This design comes from an exercise in tuning for small area, a short achievable clock period and few clock cycles per item on the open sky130 flow, not from production work.
Where RTL was checked, it was by simulation tests only, not by an equivalence proof against the original.
No driver is modelled on the clock port, so clock power and skew are understated where the tree is cut down; a real chip needs a root buffer or a tree.
Power figures rest on the tool's default switching activity, not on a simulated workload.

Setup of run 1:
## argb_pixel_blend_unit
module argb_pixel_blend_unit (
  input  logic        clk_i,
  input  logic        rst_ni,
  input  logic        start_i,
  output logic        busy_o,
  input  logic [31:0] src_pixel_i,
  input  logic [31:0] dst_pixel_i,
  output logic        done_o,
  output logic [31:0] out_pixel_o,
  input  logic        cfg_valid_i,
  output logic        cfg_ready_o,
  input  logic [1:0]  cfg_index_i,
  input  logic [31:0] cfg_data_i
);
  logic [2:0]  mode_q;
  logic [7:0]  ca_q;
  logic        sel_q;
  logic [31:0] fill_q;
  assign cfg_ready_o = 1'b1;
  assign busy_o      = 1'b0;
  logic fill_set_q;
  always_ff @(posedge clk_i or negedge rst_ni) begin
    if (!rst_ni) begin
      mode_q     <= 3'd0;
      ca_q       <= 8'hFF;
      sel_q      <= 1'b0;
      fill_set_q <= 1'b0;
    end else if (cfg_valid_i) begin
      case (cfg_index_i)
        2'd0: mode_q     <= cfg_data_i[2:0];
  ...
export LEC_CHECK = 0
export CAP_MARGIN = 20
export CORE_MARGIN = 2
export CORE_UTILIZATION = 40
export SETUP_SLACK_MARGIN = 3.75
export SLEW_MARGIN = 20
export SYNTH_HIERARCHICAL = 1
create_clock -name core_clock -period 5.5 [get_ports {clk_i}]
standard.sh (not shown) runs the stock make flow with config.mk's settings and CLKGATE_MAP_FILE= SYNTH_SCRIPT=/design/flow/synth_recipe.tcl, a recipe that flattens the netlist after the stock synthesis.
==> flow/flow/run.sh <==
#!/bin/bash
# The standard layout (the standard.sh, standard synthesis unchanged) with
# smaller port buffers and a two-level clock tree built by flow/pre_cts.tcl
# (four root buffers on the clock port, sixteen leaf buffers) in place of
# TritonCTS. Each tool's output goes to standard.log.
set -euo pipefail
export BUFFER_PORTS_ARGS="-buffer_cell sky130_fd_sc_hd__buf_2"
export PRE_CTS_TCL="$PWD/flow/pre_cts.tcl"
bash standard.sh > standard.log 2>&1
Other scripts of this flow, unchanged in this note and not shown: flow/flow/clock_tree.tcl, flow/flow/pre_cts.tcl
Testbench counts of run 1, summed over its fixed seeds: cycles 16,967, items 16,026.
Modified inputs, run 2 compared to run 1
# run 1
export LEC_CHECK = 0
export CAP_MARGIN = 20
export CORE_MARGIN = 2
export CORE_UTILIZATION = 40
export SETUP_SLACK_MARGIN = 3.75
export SLEW_MARGIN = 20
export SYNTH_HIERARCHICAL = 1
create_clock -name core_clock -period 5.5 [get_ports {clk_i}]
# run 2
export LEC_CHECK = 0
export CAP_MARGIN = 20
export CORE_MARGIN = 2
export CORE_UTILIZATION = 40
export SETUP_SLACK_MARGIN = 3.45
export SLEW_MARGIN = 20
export SYNTH_HIERARCHICAL = 1
create_clock -name core_clock -period 5.5 [get_ports {clk_i}]
Notes after the runs:
Looking at the reports, run 2 completed the entire flow and the layout it produced met the timing, design-rule and antenna checks.
Measured against run 2, the quantity of gates resized following cts of run 1 comes out at 12 times the reference value.
[run 2 vs run 1] layout net count: lower in run 2
Cell at the slowest stage of the critical path = sky130_fd_sc_hd__fa_2: run 1; cell at the slowest stage of the critical path = sky130_fd_sc_hd__dfxtp_1: run 2
Going from run 1 to run 2, the final period utilization was found to have gone up by 0.45 points.
The transition at the pin with the smallest max-transition slack of run 2 exceeds that of run 1 by 0.048 ns.
Launch point of the critical path = q_q[4]: run 2; launch point of the critical path = rb_q[5]: run 1
Looking only at number of buffers inserted to repair setup after CTS, and setting everything else aside, the lower value of run 2 and run 1 goes to run 2.
Setup changes, run 2 to run 3
# run 2
export LEC_CHECK = 0
export CAP_MARGIN = 20
export CORE_MARGIN = 2
export CORE_UTILIZATION = 40
export SETUP_SLACK_MARGIN = 3.45
export SLEW_MARGIN = 20
export SYNTH_HIERARCHICAL = 1
create_clock -name core_clock -period 5.5 [get_ports {clk_i}]
# run 3
export LEC_CHECK = 0
export CAP_MARGIN = 20
export CORE_MARGIN = 2
export CORE_UTILIZATION = 40
export SETUP_SLACK_MARGIN = 3.65
export SLEW_MARGIN = 20
export SYNTH_HIERARCHICAL = 1
create_clock -name core_clock -period 5.5 [get_ports {clk_i}]
==> comparison <==
- Compared run 3 vs run 2, and global-route wire length before repair is up in run 3.
- Comparing fraction of area in registers for run 3 and run 2, the smaller number came from run 3.
- Against run 2, final weighted congestion in routability-driven placement in run 3 rose slightly.
- Higher worst hold slack among run 3 and run 2: run 3
- sky130_fd_sc_hd__fa_2 as the worst-path cell with the longest stage delay was reported by run 3, and sky130_fd_sc_hd__dfxtp_1 by run 2.
What run 4 does differently from run 3 at the input level:
# run 3
export LEC_CHECK = 0
export CAP_MARGIN = 20
export CORE_MARGIN = 2
export CORE_UTILIZATION = 40
export SETUP_SLACK_MARGIN = 3.65
export SLEW_MARGIN = 20
export SYNTH_HIERARCHICAL = 1
create_clock -name core_clock -period 5.5 [get_ports {clk_i}]
# run 4
export LEC_CHECK = 0
export CAP_MARGIN = 20
export CORE_MARGIN = 2
export CORE_UTILIZATION = 40
export SETUP_SLACK_MARGIN = 3.55
export SLEW_MARGIN = 20
export SYNTH_HIERARCHICAL = 1
create_clock -name core_clock -period 5.5 [get_ports {clk_i}]
==> comparison <==
- Cell-internal power delta for run 4 relative to run 3: 6.9% lower
- In run 4, the worst setup slack for register-to-register paths came out 0.07 ns above the value in run 3.
- Taking run 3 over run 4, the global-route wire length before repair ratio works out to 1.07.
- Between run 3 and run 4, the combinational cell fraction of total power is higher for run 3.
In every run of this note, the design's own scripts or RTL, not TritonCTS, make the clock network.

Setup of indigo:
Another version of the RTL of argb_pixel_blend_unit (not shown whole).
For scale: roughly 1600 cells after synthesis, roughly 350 flip-flops, ~140 I/O pins, about 0.017 mm² of cells after synthesis.
## argb_pixel_blend_unit
module argb_pixel_blend_unit (
  input  logic        clk_i,
  input  logic        rst_ni,
  input  logic        start_i,
  output logic        busy_o,
  input  logic [31:0] src_pixel_i,
  input  logic [31:0] dst_pixel_i,
  output logic        done_o,
  output logic [31:0] out_pixel_o,
  input  logic        cfg_valid_i,
  output logic        cfg_ready_o,
  input  logic [1:0]  cfg_index_i,
  input  logic [31:0] cfg_data_i
);
Settings: LEC_CHECK=0, CAP_MARGIN=20, CORE_MARGIN=2, CORE_UTILIZATION=40, SETUP_SLACK_MARGIN=3.3, SLEW_MARGIN=20; clock period 5.5 ns.
run.sh (not shown) runs the stock make flow with config.mk's settings and CLKGATE_MAP_FILE= SYNTH_SCRIPT=/design/flow/synth_recipe.tcl, a recipe that flattens the netlist after the stock synthesis.
Stock flow here: none of the scripts above is used.
Testbench counts of indigo, summed over its fixed seeds: cycles 16,967, items 16,026.
Input changes introduced in violet (baseline for comparison: indigo):
- CTS_BUF_LIST: unset -> sky130_fd_sc_hd__clkbuf_4 sky130_fd_sc_hd__clkbuf_8
- CORE_UTILIZATION: 40 -> 60
## What came out
- violet: done, clean on timing, DRC and antenna
- The area added between synthesis and finish reported for violet is smaller than that of indigo by 0.69 points.
- Looking at number of nets in the final layout, violet sits about 0.75% higher than indigo does.
- indigo → violet: fraction of cell area in non-clock buffers now sits at about the same level; power share of the combinational group now sits at about the same level; total power now sits higher.
- Going from indigo to violet, synthesized area has remained practically unchanged, peak ir drop on the vdd network has decreased, global-route usage over all layers has increased.
- Relative to indigo, the non-clock buffer count of violet is lower by 2.
- In the flow results for violet and indigo, the post-cts gate resize count is larger on violet.

before:
Another version of the RTL of argb_pixel_blend_unit (not shown whole).
Size in the first run: roughly 140 I/O pins, ~17000 um2 of cells after synthesis.
export LEC_CHECK = 0
export CAP_MARGIN = 20
export CORE_MARGIN = 2
export CORE_UTILIZATION = 40
export SETUP_SLACK_MARGIN = 3.3
export SLEW_MARGIN = 20
create_clock -name core_clock -period 5.5 [get_ports {clk_i}]
The following lists how after was set up differently from before:
==> flow/flow/run.sh (new file) <==
#!/bin/bash
# The standard layout (the standard.sh, standard synthesis unchanged) with
# smaller port buffers and a clock tree without dummy loads.
set -euo pipefail
export BUFFER_PORTS_ARGS="-buffer_cell sky130_fd_sc_hd__buf_2"
export CTS_ARGS="-sink_clustering_enable -repair_clock_nets -dont_use_dummy_load"
bash standard.sh > standard.log 2>&1
==> flow/standard.sh (new file) <==
#!/bin/bash
# synth_recipe.tcl (not shown) runs the flow's synth.tcl, then flattens the netlist and writes it again
# the make line also repeats each setting of config.mk as NAME=value (left out here)
make -C /OpenROAD-flow-scripts/flow DESIGN_CONFIG=/design/flow/config.mk WORK_HOME=/design/flow/orfs CLKGATE_MAP_FILE= SYNTH_SCRIPT=/design/flow/synth_recipe.tcl "${@:-finish}"
removed: flow/run.sh
Notes after the runs:
Per the comparison of after with before, post-synth net total level; via count moved down. Sort after and before by cell count, ascending, and after comes first. after ends up with a switching portion of total power that is 0.81 points higher than in before. Relative to before, share of the core filled with cells in the final layout has decreased by 2.3 points in after. [after vs before] non-clock buffer count: lower in after. met1 wire length of before is on par with after. Going from before to after, the final clock period utilization by the worst path was found to have gone down by 0.22 points. Wire length on met3 ends up lower on after.
Function was not checked in any run of this note: the RTL went through the layout flow alone.

## old
argb_pixel_blend_unit, a different RTL version from the one above (not shown whole).
For scale: about 1300 cells after synthesis, about 140 I/O pins, ~17000 um^2 of cells after synthesis.
export LEC_CHECK = 0
export CAP_MARGIN = 20
export CORE_MARGIN = 2
export CORE_UTILIZATION = 40
export SETUP_SLACK_MARGIN = 3.55
export SLEW_MARGIN = 20
export SYNTH_HIERARCHICAL = 1
create_clock -name core_clock -period 5.5 [get_ports {clk_i}]
standard.sh (not shown) runs the stock make flow with config.mk's settings and CLKGATE_MAP_FILE= SYNTH_SCRIPT=/design/flow/synth_recipe.tcl, a recipe that flattens the netlist after the stock synthesis.
==> flow/flow/run.sh <==
#!/bin/bash
# The standard layout (the standard.sh, standard synthesis unchanged) with
# smaller port buffers and a two-level clock tree built by flow/pre_cts.tcl
# (four root buffers on the clock port, sixteen leaf buffers) in place of
# TritonCTS. Each tool's output goes to standard.log.
set -euo pipefail
export BUFFER_PORTS_ARGS="-buffer_cell sky130_fd_sc_hd__buf_2"
export PRE_CTS_TCL="$PWD/flow/pre_cts.tcl"
bash standard.sh > standard.log 2>&1
==> flow/flow/pre_cts.tcl <==
# PRE_CTS hook: build the clock tree here (two buffer levels, see
# clock_tree.tcl) instead of TritonCTS, whose H-tree adds a third level.
source [file join [file dirname [info script]] clock_tree.tcl]
build_clock_tree 4 4 sky130_fd_sc_hd__clkbuf_16 sky130_fd_sc_hd__clkbuf_16
set_propagated_clock [all_clocks]
# cts.tcl calls clock_tree_synthesis next; the tree is already built.
rename clock_tree_synthesis orfs_unused_clock_tree_synthesis
proc clock_tree_synthesis {args} {
  puts "clock_tree_synthesis skipped: clock tree built by flow/pre_cts.tcl"
}
Other scripts of this flow, unchanged in this note and not shown: flow/flow/clock_tree.tcl
Testbench counts of old, summed over its fixed seeds: cycles 16,967, items 16,026.
Here is what was changed in the inputs of new compared with old.
-- flow/flow/run.sh --
<<< old, line 3
# smaller port buffers and a two-level clock tree built by flow/pre_cts.tcl
# (four root buffers on the clock port, sixteen leaf buffers) in place of
# TritonCTS. Each tool's output goes to standard.log.
>>> new, line 3
# smaller port buffers and a two-level clock tree built by flow/pre_cts.tcl
# (four root buffers on the clock port, twenty-four leaf buffers) in place of
# TritonCTS. Each tool's output goes to standard.log.
-- flow/flow/pre_cts.tcl --
<<< old, line 3
source [file join [file dirname [info script]] clock_tree.tcl]
build_clock_tree 4 4 sky130_fd_sc_hd__clkbuf_16 sky130_fd_sc_hd__clkbuf_16
set_propagated_clock [all_clocks]
>>> new, line 3
source [file join [file dirname [info script]] clock_tree.tcl]
build_clock_tree 6 4 sky130_fd_sc_hd__clkbuf_8 sky130_fd_sc_hd__clkbuf_16
set_propagated_clock [all_clocks]
Notes after the runs:
Summary — total power draw, new relative to old: lower, by about 1.1%.
On maximum frequency, old and new are basically level.
Compared with old, new shows a higher detailed-route vias per instance.
new: wire length on met2 higher than old
Comparing old against new, there is no change at all in top-level port count.
No run of this note takes its clock network from TritonCTS; it comes from the design's own scripts or RTL.

rev 12:
argb_pixel_blend_unit again, from the RTL that the note above started with.
==> flow/design.v (excerpt) <==
module argb_pixel_blend_unit (
  input  logic        clk_i,
  input  logic        rst_ni,
  input  logic        start_i,
  output logic        busy_o,
  input  logic [31:0] src_pixel_i,
  input  logic [31:0] dst_pixel_i,
  output logic        done_o,
  output logic [31:0] out_pixel_o,
  input  logic        cfg_valid_i,
  output logic        cfg_ready_o,
  input  logic [1:0]  cfg_index_i,
  input  logic [31:0] cfg_data_i
);
==> flow/config.mk <==
export PLATFORM = sky130hd
export DESIGN_NAME = argb_pixel_blend_unit
export DESIGN_NICKNAME = argb_pixel_blend_unit
export VERILOG_FILES = /design/flow/design.v
export SDC_FILE = /design/flow/constraint.sdc
export NUM_CORES = 4
export LEC_CHECK = 0
export CAP_MARGIN = 20
export CORE_MARGIN = 2
export CORE_UTILIZATION = 40
export SETUP_SLACK_MARGIN = 3.6
export SLEW_MARGIN = 20
export SYNTH_HIERARCHICAL = 1
==> flow/constraint.sdc <==
create_clock -name core_clock -period 5.5 [get_ports {clk_i}]
set_input_delay 1.1000 -clock core_clock [delete_from_list [all_inputs] [get_ports {clk_i}]]
set_output_delay 1.1000 -clock core_clock [all_outputs]
set_load 0.01 [all_outputs]
==> flow/flow/run.sh <==
#!/bin/bash
# The standard layout (the standard.sh, standard synthesis unchanged) with
# smaller port buffers and a two-level clock tree built by flow/pre_cts.tcl
# (four root buffers on the clock port, twenty-four leaf buffers) in place of
# TritonCTS. Each tool's output goes to standard.log.
set -euo pipefail
export BUFFER_PORTS_ARGS="-buffer_cell sky130_fd_sc_hd__buf_2"
export PRE_CTS_TCL="$PWD/flow/pre_cts.tcl"
bash standard.sh > standard.log 2>&1
Other scripts of this flow, unchanged in this note and not shown: flow/flow/clock_tree.tcl, flow/flow/pre_cts.tcl
Per the final summary, rev 12 finished and its layout is clean on timing, DRC and antenna.
Testbench counts of rev 12, summed over its fixed seeds: cycles 16,967, items 16,026.
The following lists how rev 13 was set up differently from rev 12:
# rev 12
export LEC_CHECK = 0
export CAP_MARGIN = 20
export CORE_MARGIN = 2
export CORE_UTILIZATION = 40
export SETUP_SLACK_MARGIN = 3.6
export SLEW_MARGIN = 20
export SYNTH_HIERARCHICAL = 1
create_clock -name core_clock -period 5.5 [get_ports {clk_i}]
# rev 13
export LEC_CHECK = 0
export CAP_MARGIN = 20
export CORE_MARGIN = 2
export CORE_UTILIZATION = 50
export SETUP_SLACK_MARGIN = 3.55
export SLEW_MARGIN = 20
export SYNTH_HIERARCHICAL = 1
create_clock -name core_clock -period 5.5 [get_ports {clk_i}]
--- outcome ---
Rev 13 was carried through to the last stage, and its layout satisfied the timing, design-rule and antenna checks. Rev 12: all stages complete, timing, DRC and antenna checks passed. Met2 capacity usage during global routing, rev 13 and rev 12: smaller value in rev 12. Count of fill cells added during filler insertion in rev 13 is about 22% lower than in rev 12. Routed via count divided by cell count in rev 13 is 3.7% higher than in rev 12. Lower total chip power among rev 13 and rev 12: rev 13. Looking at die area, rev 13 sits about 20% lower than rev 12 does. Lower power share of the sequential group was reported by rev 12, not rev 13. The class of the most critical setup path comes out reg -> out in one run and reg -> reg in the other, namely in rev 12 and rev 13 respectively. Going from rev 12 to rev 13, post-place instance area fell about 0.8%; setup slack rose 0.0066 ns; area added between synthesis and finish fell 3.3 points; pin slew with the least headroom to its limit rose 0.0071 ns.
No run of this note takes its clock network from TritonCTS; it comes from the design's own scripts or RTL.

argb_pixel_blend_unit, a different RTL version from the one above (not shown whole).
Size in the first run: about 360 flip-flops, roughly 17000 µm² of cells after synthesis.
Settings: LEC_CHECK=0, ABC_CLOCK_PERIOD_IN_PS=2100, CAP_MARGIN=20, CORE_MARGIN=2, CORE_UTILIZATION=40, SETUP_SLACK_MARGIN=3.45, SLEW_MARGIN=20; clock period 5.5 ns.
==> flow/flow/run.sh <==
#!/bin/bash
# The standard layout (the standard.sh, standard synthesis unchanged) with
# smaller port buffers and a clock tree without dummy loads.
set -euo pipefail
export BUFFER_PORTS_ARGS="-buffer_cell sky130_fd_sc_hd__buf_2"
export CTS_ARGS="-sink_clustering_enable -repair_clock_nets -dont_use_dummy_load -sink_clustering_size 24 -sink_clustering_max_diameter 80 -buf_list {sky130_fd_sc_hd__clkbuf_8 sky130_fd_sc_hd__clkbuf_16}"
bash standard.sh > standard.log 2>&1
Testbench counts at the start, summed over its fixed seeds: cycles 16,967, items 16,026.
Rerun with:
--- a/flow/flow/run.sh
+++ b/flow/flow/run.sh
@@ -6 +6 @@
-export CTS_ARGS="-sink_clustering_enable -repair_clock_nets -dont_use_dummy_load -sink_clustering_size 24 -sink_clustering_max_diameter 80 -buf_list {sky130_fd_sc_hd__clkbuf_8 sky130_fd_sc_hd__clkbuf_16}"
+export CTS_ARGS="-sink_clustering_enable -repair_clock_nets -dont_use_dummy_load"
--- a/flow/config.mk
+++ b/flow/config.mk
@@ -8 +7,0 @@
-export ABC_CLOCK_PERIOD_IN_PS = 2100
@@ -12 +11 @@
-export SETUP_SLACK_MARGIN = 3.45
+export SETUP_SLACK_MARGIN = 3.3
Synthesized cell count stays the same.
Clock skew decreases by 0.030 ns.
Cell count increases slightly.
Core utilization increases by 0.65 points.
Global-route usage increases by 0.59 points.
Final area increases slightly.
Routed wire length increases by a few percent.
Non-clock buffer count decreases by 2.
Hold slack improved by 0.0098 ns.
Rerun with:
--- a/flow/config.mk
+++ b/flow/config.mk
@@ -7,0 +8 @@
+export ABC_AREA = 1
@@ -11 +12 @@
-export SETUP_SLACK_MARGIN = 3.3
+export SETUP_SLACK_MARGIN = 3.45
Result: The new run finished clean. Setup slack degrades by 0.024 ns. Global-route usage increases by 2.2 points. Die area decreases by 0.55%. Design area increases by 8.4%. Synthesized area decreases by 0.56%.
Rerun with:
--- a/flow/flow/run.sh
+++ b/flow/flow/run.sh
@@ -6 +6 @@
-export CTS_ARGS="-sink_clustering_enable -repair_clock_nets -dont_use_dummy_load"
+export CTS_ARGS="-sink_clustering_enable -repair_clock_nets -dont_use_dummy_load -sink_clustering_size 24 -sink_clustering_max_diameter 80 -buf_list {sky130_fd_sc_hd__clkbuf_8 sky130_fd_sc_hd__clkbuf_16}"
--- a/flow/config.mk
+++ b/flow/config.mk
@@ -8 +7,0 @@
-export ABC_AREA = 1
The new run completed without violations.
Wire length shrinks by 17%.
Via count goes down by 16%.
Cell area shrinks by 9.0%.
First-iteration DRC count fell by 25%.
Sequential cell count does not change.
Non-clock buffer count is lower by 78.
Sequential share of layout area climbs by 3.8 points.
Final cell count came out lower by 17%.
Area after synthesis came out higher by 0.56%.
Critical path depth goes up by 1.

-- what the ideal ports hide --
No port has a modelled driver above. Below, the same layouts with a new extraction and two added sets of constraints. Step 1: set_driving_cell puts a clkbuf_16 on clk_i and a buf_2 on each other input, an assumption about the parent block. Step 2 also shifts input and output timing later by t, the mid clock arrival at the registers, as if the neighbouring blocks saw the same clock. a / b / c = no drivers / after step 1 / after step 2; a / b = the first two.
run	shift t [ns]	slack for setup (ns)	hold slack, ns	worst setup path at the end
run 1	0.433	3.544 / 3.447 / 3.408	0.332 / 0.332 / 0.332	input to register
run 2	0.437	3.519 / 3.436 / 3.291	0.324 / 0.324 / 0.324	input to register
run 3	0.435	3.525 / 3.460 / 3.400	0.331 / 0.331 / 0.331	input to register
run 4	0.427	3.553 / 3.443 / 3.342	0.328 / 0.328 / 0.328	input to register
indigo	0.579	3.327 / 3.292 / 2.807	0.322 / 0.322 / 0.322	input to register
violet	0.627	3.317 / 3.268 / 2.825	0.325 / 0.325 / 0.325	input to register
before	0.589	3.268 / 3.215 / 2.852	0.323 / 0.323 / 0.323	input to register
after	0.563	3.280 / 3.280 / 3.194	0.321 / 0.321 / 0.321	input to register
old	0.434	3.565 / 3.448 / 3.320	0.333 / 0.333 / 0.333	input to register
new	0.433	3.563 / 3.446 / 3.318	0.334 / 0.334 / 0.334	input to register
rev 12	0.426	3.564 / 3.451 / 3.331	0.327 / 0.327 / 0.327	input to register
rev 13	0.422	3.571 / 3.464 / 3.270	0.328 / 0.328 / 0.328	input to register
the first run of note 6	0.580	3.344 / 3.322 / 3.132	0.311 / 0.311 / 0.311	input to register
the second run of note 6	0.572	3.307 / 3.307 / 3.211	0.321 / 0.321 / 0.321	input to register
the third run of note 6	0.580	3.283 / 3.273 / 3.028	0.322 / 0.322 / 0.322	input to register
the fourth run of note 6	0.580	3.344 / 3.322 / 3.132	0.311 / 0.311 / 0.311	input to register
After both steps every run listed still meets setup and hold. For indigo, which loses most, drivers alone change the setup slack by -0.035 ns; drivers and shift together by -0.520 ns.
